What follows belongs to an exercise in optimizing a design on an open flow for small area and a short achievable clock period; a production flow would make more cautious choices. Function not checked in this run: the RTL went through the layout flow alone. No activity file was given, so power comes from the tool's default toggle rates.

File: design.v
package message_extractor_pkg;
    typedef logic [63:0]  beat_t;        
    typedef logic [2:0]   empty_t;       
    typedef logic [255:0] msg_data_t;
    typedef logic [31:0]  byte_mask_t;   
    typedef logic [15:0]  msg_len_t;     
    typedef enum logic [1:0] {
        BYTE_SKIP = 2'd0,                
        BYTE_CUR  = 2'd1,                
        BYTE_NEXT = 2'd2                 
    } byte_class_e;
    typedef logic [15:0] beat_class_t;
endpackage
`timescale 1ns/1ps
module message_extractor (
    input  logic                              clk,
    input  logic                              reset_n,
    input  logic                              in_valid,
    input  logic                              in_startofpacket,
    input  logic                              in_endofpacket,
    input  message_extractor_pkg::beat_t      in_data,
    input  message_extractor_pkg::empty_t     in_empty,
    output logic                              out_valid,
    output message_extractor_pkg::msg_data_t  out_data,
    output message_extractor_pkg::byte_mask_t out_bytemask
);
    logic        pkt_active;         
    logic [15:0] cnt;                
    logic [5:0]  pay;                
    logic        pend;               
    logic [5:0]  len_q;              
    logic        end_nxt;            
    logic [7:0]  end_ok;             
    logic [63:0]  raw1;              
    logic [55:0]  raw2;              
    logic [127:0] acc;               
    logic        accept;
    logic        first_beat;
    logic        msg_done;
    assign first_beat = !pkt_active;
    assign accept     = in_valid && (in_startofpacket == first_beat);
    assign msg_done   = in_valid && !in_startofpacket && pkt_active && end_nxt &&
                        (!in_endofpacket || end_ok[in_empty]);
    logic        more_msgs;
    logic [15:0] n_cnt;
    logic [5:0]  n_pay;
    logic        n_pend;
    logic        lo_here;
    logic [2:0]  lo_pos;
    logic [5:0]  len_in;
    assign more_msgs = |cnt[15:1];
    always_comb begin
        n_cnt   = cnt;
        n_pay   = '0;
        n_pend  = 1'b0;
        lo_here = 1'b0;
        lo_pos  = 3'd0;
        if (first_beat) begin
            n_cnt   = in_data[63:48];
            lo_here = |in_data[63:48];
            lo_pos  = 3'd3;
        end else if (pay > 6'd8) begin
            n_pay = pay - 6'd8;
        end else if (pend) begin
            lo_here = 1'b1;
            n_cnt   = cnt - 16'd1;
        end else if (more_msgs) begin
            if (pay <= 6'd6) begin
                lo_here = 1'b1;
                lo_pos  = 3'(pay + 6'd1);
                n_cnt   = cnt - 16'd1;
            end else if (pay == 6'd7) begin
                n_pend = 1'b1;
            end
        end
        len_in = 6'(in_data[8*(7-lo_pos) +: 8]);
        if (lo_here) begin
            n_pay = 6'(len_in + {3'd0, lo_pos} - 6'd7);
        end
    end
    logic       n_end;
    logic [7:0] n_ok;
    always_comb begin
        n_end = (n_pay != '0) && (n_pay <= 6'd8);
        for (int k = 0; k < 8; k++) begin
            n_ok[k] = (6'(k) + n_pay) <= 6'd8;
        end
    end
    always_ff @(posedge clk) begin
        if (!reset_n) begin
            pkt_active <= 1'b0;
        end else if (accept) begin
            pkt_active <= !in_endofpacket;
        end
    end
    always_ff @(posedge clk) begin
        if (accept) begin
            cnt     <= n_cnt;
            pay     <= n_pay;
            pend    <= n_pend;
            end_nxt <= n_end;
            end_ok  <= n_ok;
            if (lo_here) begin
                len_q <= len_in;
            end
        end
    end
    logic [2:0]  d;
    logic [63:0] v_prev;
    logic [63:0] v_cur;
    assign d      = 3'(-pay[2:0]);
    assign v_prev = 64'({raw2, raw1} >> {d, 3'b000});
    assign v_cur  = 64'({raw1[55:0], in_data} >> {d, 3'b000});
    always_ff @(posedge clk) begin
        if (accept) begin
            raw1 <= in_data;
            raw2 <= raw1[55:0];
            acc  <= {acc[63:0], v_prev};
        end
    end
    logic [31:0]  mask;
    logic [255:0] data_mask;
    always_comb begin
        for (int k = 0; k < 32; k++) begin
            mask[k]              = (k < 8) || (6'(k) < len_q);
            data_mask[8*k +: 8]  = {8{mask[k]}};
        end
    end
    logic         ld;
    logic         hold;
    logic [255:0] ld_mask;
    logic [31:0]  ld_bmask;
    assign ld       = reset_n && msg_done;
    assign hold     = reset_n && !msg_done;
    assign ld_mask  = data_mask & {256{ld}};
    assign ld_bmask = mask & {32{ld}};
    always_ff @(posedge clk) begin
        out_valid    <= ld;
        out_data     <= ({acc, v_prev, v_cur} & ld_mask) | (out_data & {256{hold}});
        out_bytemask <= ld_bmask | (out_bytemask & {32{hold}});
    end
endmodule
File: flow/run.sh
#!/bin/bash
# Standard ORFS layout, with a setup margin for repair_timing (pushes paths well
# below the 18 ns clock) and minimum-size port buffers.
set -euo pipefail
bash standard.sh "SETUP_SLACK_MARGIN=13" "BUFFER_PORTS_ARGS=-buffer_cell sky130_fd_sc_hd__buf_1" "CTS_ARGS=-sink_clustering_enable -repair_clock_nets -sink_clustering_size 24 -sink_clustering_max_diameter 120 -dont_use_dummy_load -buf_list {sky130_fd_sc_hd__clkbuf_8 sky130_fd_sc_hd__clkbuf_16}" finish > make_flow.log 2>&1
File: standard.sh
#!/bin/bash
# synth_recipe.tcl (not shown) runs the flow's synth.tcl, then flattens the netlist and writes it again
# the make line also repeats each setting of config.mk as NAME=value (left out here)
make -C /OpenROAD-flow-scripts/flow DESIGN_CONFIG=/design/flow/config.mk WORK_HOME=/design/flow/orfs CLKGATE_MAP_FILE= SYNTH_SCRIPT=/design/flow/synth_recipe.tcl "${@:-finish}"
File: config.mk
export PLATFORM = sky130hd
export DESIGN_NAME = message_extractor
export DESIGN_NICKNAME = message_extractor
export VERILOG_FILES = /design/flow/design.v
export SDC_FILE = /design/flow/constraint.sdc
export NUM_CORES = 4
export LEC_CHECK = 0
export CAP_MARGIN = 20
export CORE_MARGIN = 2
export CORE_UTILIZATION = 30
export SLEW_MARGIN = 20
File: constraint.sdc
create_clock -name core_clock -period 18.0 [get_ports {clk}]
set_input_delay 3.6000 -clock core_clock [delete_from_list [all_inputs] [get_ports {clk}]]
set_output_delay 3.6000 -clock core_clock [all_outputs]
set_load 0.01 [all_outputs]
==> results by group <==
Clock network
  • Clock insertion delay at the later pin of the skew report: 0.63 ns
  • Clk slew on worst S/H paths: 0.11 ns
  • H-tree levels: 1
  • CTS Buffer Depth: 3
  • Hold_buf cts: 0
  • CTS Sinks: 576
  • CTS buffer count: 29
  • CTS Root Cell: clkbuf_16
  • CTS tree: built

Synthesis
  • Synthesized Nets: 2,233
  • Avg Inst Size Synth: 11.5 um^2
  • Top_reg_cell synth: dfxtp_1
  • Area leader, netlist: edfxtp_1
  • Most common cell in the netlist: nand2_1
  • Seq cells post-synth: 576
  • Syn Inst Count: 2,147
  • Post-synth top cells: nand2_1, dfxtp_1, edfxtp_1
  • Synthesized area: 24,800 um^2
  • Synth area leaders: edfxtp_1, dfxtp_1, nand2_1
  • Yosys synthesis warning count: 1
  • Post-synth EDFFs: 286
  • Post-synthesis cell type count: 75
  • Sequential-to-total area share from yosys stat: 58.1%
  • Asr flop ratio synth: 0%
  • Synth top area share: 34.7%

Detailed routing
  • Detailed-routed wire length on met2: 45,900 um
  • Via density: 5.44
  • Routed len/inst: 26.6 um
  • Routed met1 length: 40,100 um
  • Met3 wire length: 7350 um
  • Drt pass-1 iters: 6
  • # DRC: 0
  • DR top layer: met5
  • Total Wirelength: 97,300 um
  • Post-route ant nets: 0
  • Starting DRT DRC Count: 2,009
  • Via count: 19,856

Global route
  • Grt ovf: 0
  • Number of global-route vias before repair: 17,931
  • Largest net degree at the start of global routing: 167
  • Global Route Usage Sum: 20.8%
  • First-pass GRT wire length: 131,000 um
  • Initial antenna violation count: 6

Outcome
  • Outcome: finished clean

Floorplan
  • Initial Util: 30.3%
  • Die footprint: 84,900 um^2
  • Die Height: 291 um
  • CORE AREA: 81,800 um^2
  • Ports: 361
  • Standard-cell rows: 105
  • Chip width: 291 um

Timing
  • Hold Fails Final Rpt: 0
  • Setup TNS: 0 ns
  • Relative slew slack: 21.6%
  • Final cycle utilization of the critical path: 31.9%
  • Tightest Pin Transition: 1.16 ns
  • Final setup fails: 0
  • Final worst clock skew: 0.0963 ns
  • Tmin final: 5.74 ns
  • RSZ-0062 raised after global routing: yes
  • Max-slew violation count: 0
  • Fin worst setup slack: 12.26 ns
  • FMAX: 174 MHz

Placement
  • Dpl hpwl: 63,000 um
  • Port buffer count: 360
  • Gpl congestion: 0.860
  • Placement Setup Slack: 10.85 ns
  • Placed cell count: 3,452

Finish
  • Fin cells: 3,650
  • Area Growth Syn to Fin: 30.8%
  • Ratio of cells with drive above 1 in the final layout: 23.3%
  • Layout Nets: 2,667

Worst setup path
  • Crit path launch type: input pin
  • Slowest library cell on the worst path: a211o_4
  • CP Class: in2reg
  • CP required: 18.41 ns
  • CP arrival: 6.15 ns
  • CP max FO: 6
  • Worst Setup End Kind: register
  • Crit-path max cell delay: 0.39 ns
  • WP buf/inv: 1
  • CP top delay family: simple AND/OR/NAND/NOR gates
  • Crit-path cells: buf_2, nor4_2, nand4_1, nor4_4, or2_4, nor2_1, a211o_4, ha_4, a21oi_2, and3_1, mux2i_1, o32ai_1

Pwr
  • P per Cell Area: 88.5 nW/um^2
  • Maximum VDD drop: 0.0000811 V
  • P_leak: 11.8 nW

Min path
  • Min-delay worst type: reg2reg

Run
  • Max-cap viol count: 0
[worst register-to-register path: stages, from the launching register on]
cell and delay, ns:
edfxtp_1 0.43, buf_12 0.25, inv_4 0.55, ha_1 0.25, nand3b_1 0.16, nand3_1 0.18, o21ai_2 0.59, inv_2 0.33
o221ai_2 0.23, o21a_1 0.14, mux2_4 0.16, ha_4 0.13, inv_4 0.04, fa_2 0.40, a2111oi_4 0.41, mux2i_2 0.37
and3_1 0.24, mux2i_1 0.08, o32ai_1 0.28
[final cells by class]
type / instances / area (um^2)
inverter: 24 / 121
tap: 1070 / 1340
timing repair inverter: 3 / 21.3
sequential: 576 / 14400
timing repair buffer: 543 / 4480
fill: 7837 / 49500
antenna: 1 / 2.50
clock buffer: 29 / 726
multi-input combinational: 1404 / 11300
[state kept, by name (all words and copies together) (netlist names), 6 cells and up]
| name | count |
|---|---|
| len_q | 6 |
| raw1 | 64 |
| end_ok | 8 |
| cnt | 16 |
| raw2 | 56 |
| out_data | 256 |
| pay | 6 |
| out_bytemask | 32 |
| acc | 128 |
[repair_timing]
item | 4_1_cts | 5_1_grt
buffers inserted | 84 | 23
pin swaps | 62 | 91
endpoints found under the setup margin | 555 | 331
gates cloned | 29 | 32
gates resized for setup | 232 | 242
[cell usage in the layout, fill, tap and decap left out, types with 11 or more instances in the layout]
master	n
mux2i_1	113
a21oi_2	11
buf_12	34
buf_6	51
a22o_1	133
a311oi_2	56
o211ai_1	17
a32o_1	24
buf_1	324
edfxtp_1	286
o21ai_0	59
a21o_1	18
nor2_1	101
buf_16	24
nand2_2	16
a21oi_1	74
nand2_1	357
nand3_1	21
mux4_2	58
nand2b_4	15
nor2b_1	17
buf_2	12
dfxtp_1	290
a211oi_1	16
mux2_2	32
buf_4	58
inv_1	13
clkbuf_16	53
buf_8	14
nor2_4	41
nand2b_1	24
nor2_2	18
[routing by layer]
layer / up-vias / track usage, %
met5: - / 0
met4: 10 / 6.37
met3: 128 / 3.32
met2: 880 / 34.5
met1: 9984 / 28.0
li1: 8854 / -
[final timing paths]
kind	depth (start not counted)	slack, ns	to	from
setup / recovery	12	12.26	end_ok[5]$_DFFE_PP_	in_data[54]
hold reg to reg	0	0.43	acc[93]$_DFFE_PP_	acc[29]$_DFFE_PP_
hold / removal	0	0.43	acc[93]$_DFFE_PP_	acc[29]$_DFFE_PP_
setup reg to reg	18	12.61	end_ok[5]$_DFFE_PP_	pay[0]$_DFFE_PP_
[where the power goes]
group          switching, mW  internal [mW]
logic                  0.428          0.235
registers             0.0441           1.46
clock network          0.416          0.287
[cells by family (layout without fill, tap and decap cells)]
| logic type | count (synthesis) | after routing | synth area share (%) |
|---|---|---|---|
| compound gates | 487 | 493 | 14.7 |
| simple gates | 668 | 669 | 11.5 |
| other cells | 0 | 1 | 0 |
| xor+xnor | 20 | 20 | 0.707 |
| flops | 576 | 576 | 58.1 |
| mux | 208 | 208 | 11.5 |
| fa+ha+maj | 14 | 14 | 0.738 |
| buf+inv | 174 | 599 | 2.76 |
[per-stage QoR]
stage                     hold WS [ns]  total power, mW  utilization [%]  cell area, um^2
after floorplan                  0.427             1.89                -            25500
after global placement           0.425             2.08             33.5            27400
after detailed placement         0.430             2.09             33.5            27400
after CTS                        0.431             2.83             37.2            30500
after global routing             0.432             2.97             39.6            32400
final                            0.426             2.87             39.6            32400

what the ideal ports hide:
The results above use ideal ports. As a check the final layout listed here was re-extracted and re-timed, cells and wires unchanged.
Step 1: set_driving_cell puts a clkbuf_16 on clk and a buf_2 on each other input, an assumption about the parent block.
Step 2 adds t to the input delays and takes it off the output delays; t is the mean of the earliest and latest rising clock arrival at the registers after step 1. Input paths then give back, and output paths get back, about the clock's delay inside the block.
Slacks: ideal ports / drivers / drivers and shift; pairs: ideal ports / drivers.
shift t [ns]: 0.653
setup slack, ns: 12.258 / 12.288 / 11.635
clock arrival spread, ns: 0.105 / 0.106
pins driven straight from the clock port: 1
After both steps this run still meets setup and hold. For this run, drivers alone change the setup slack by +0.030 ns; drivers and shift together by -0.623 ns.
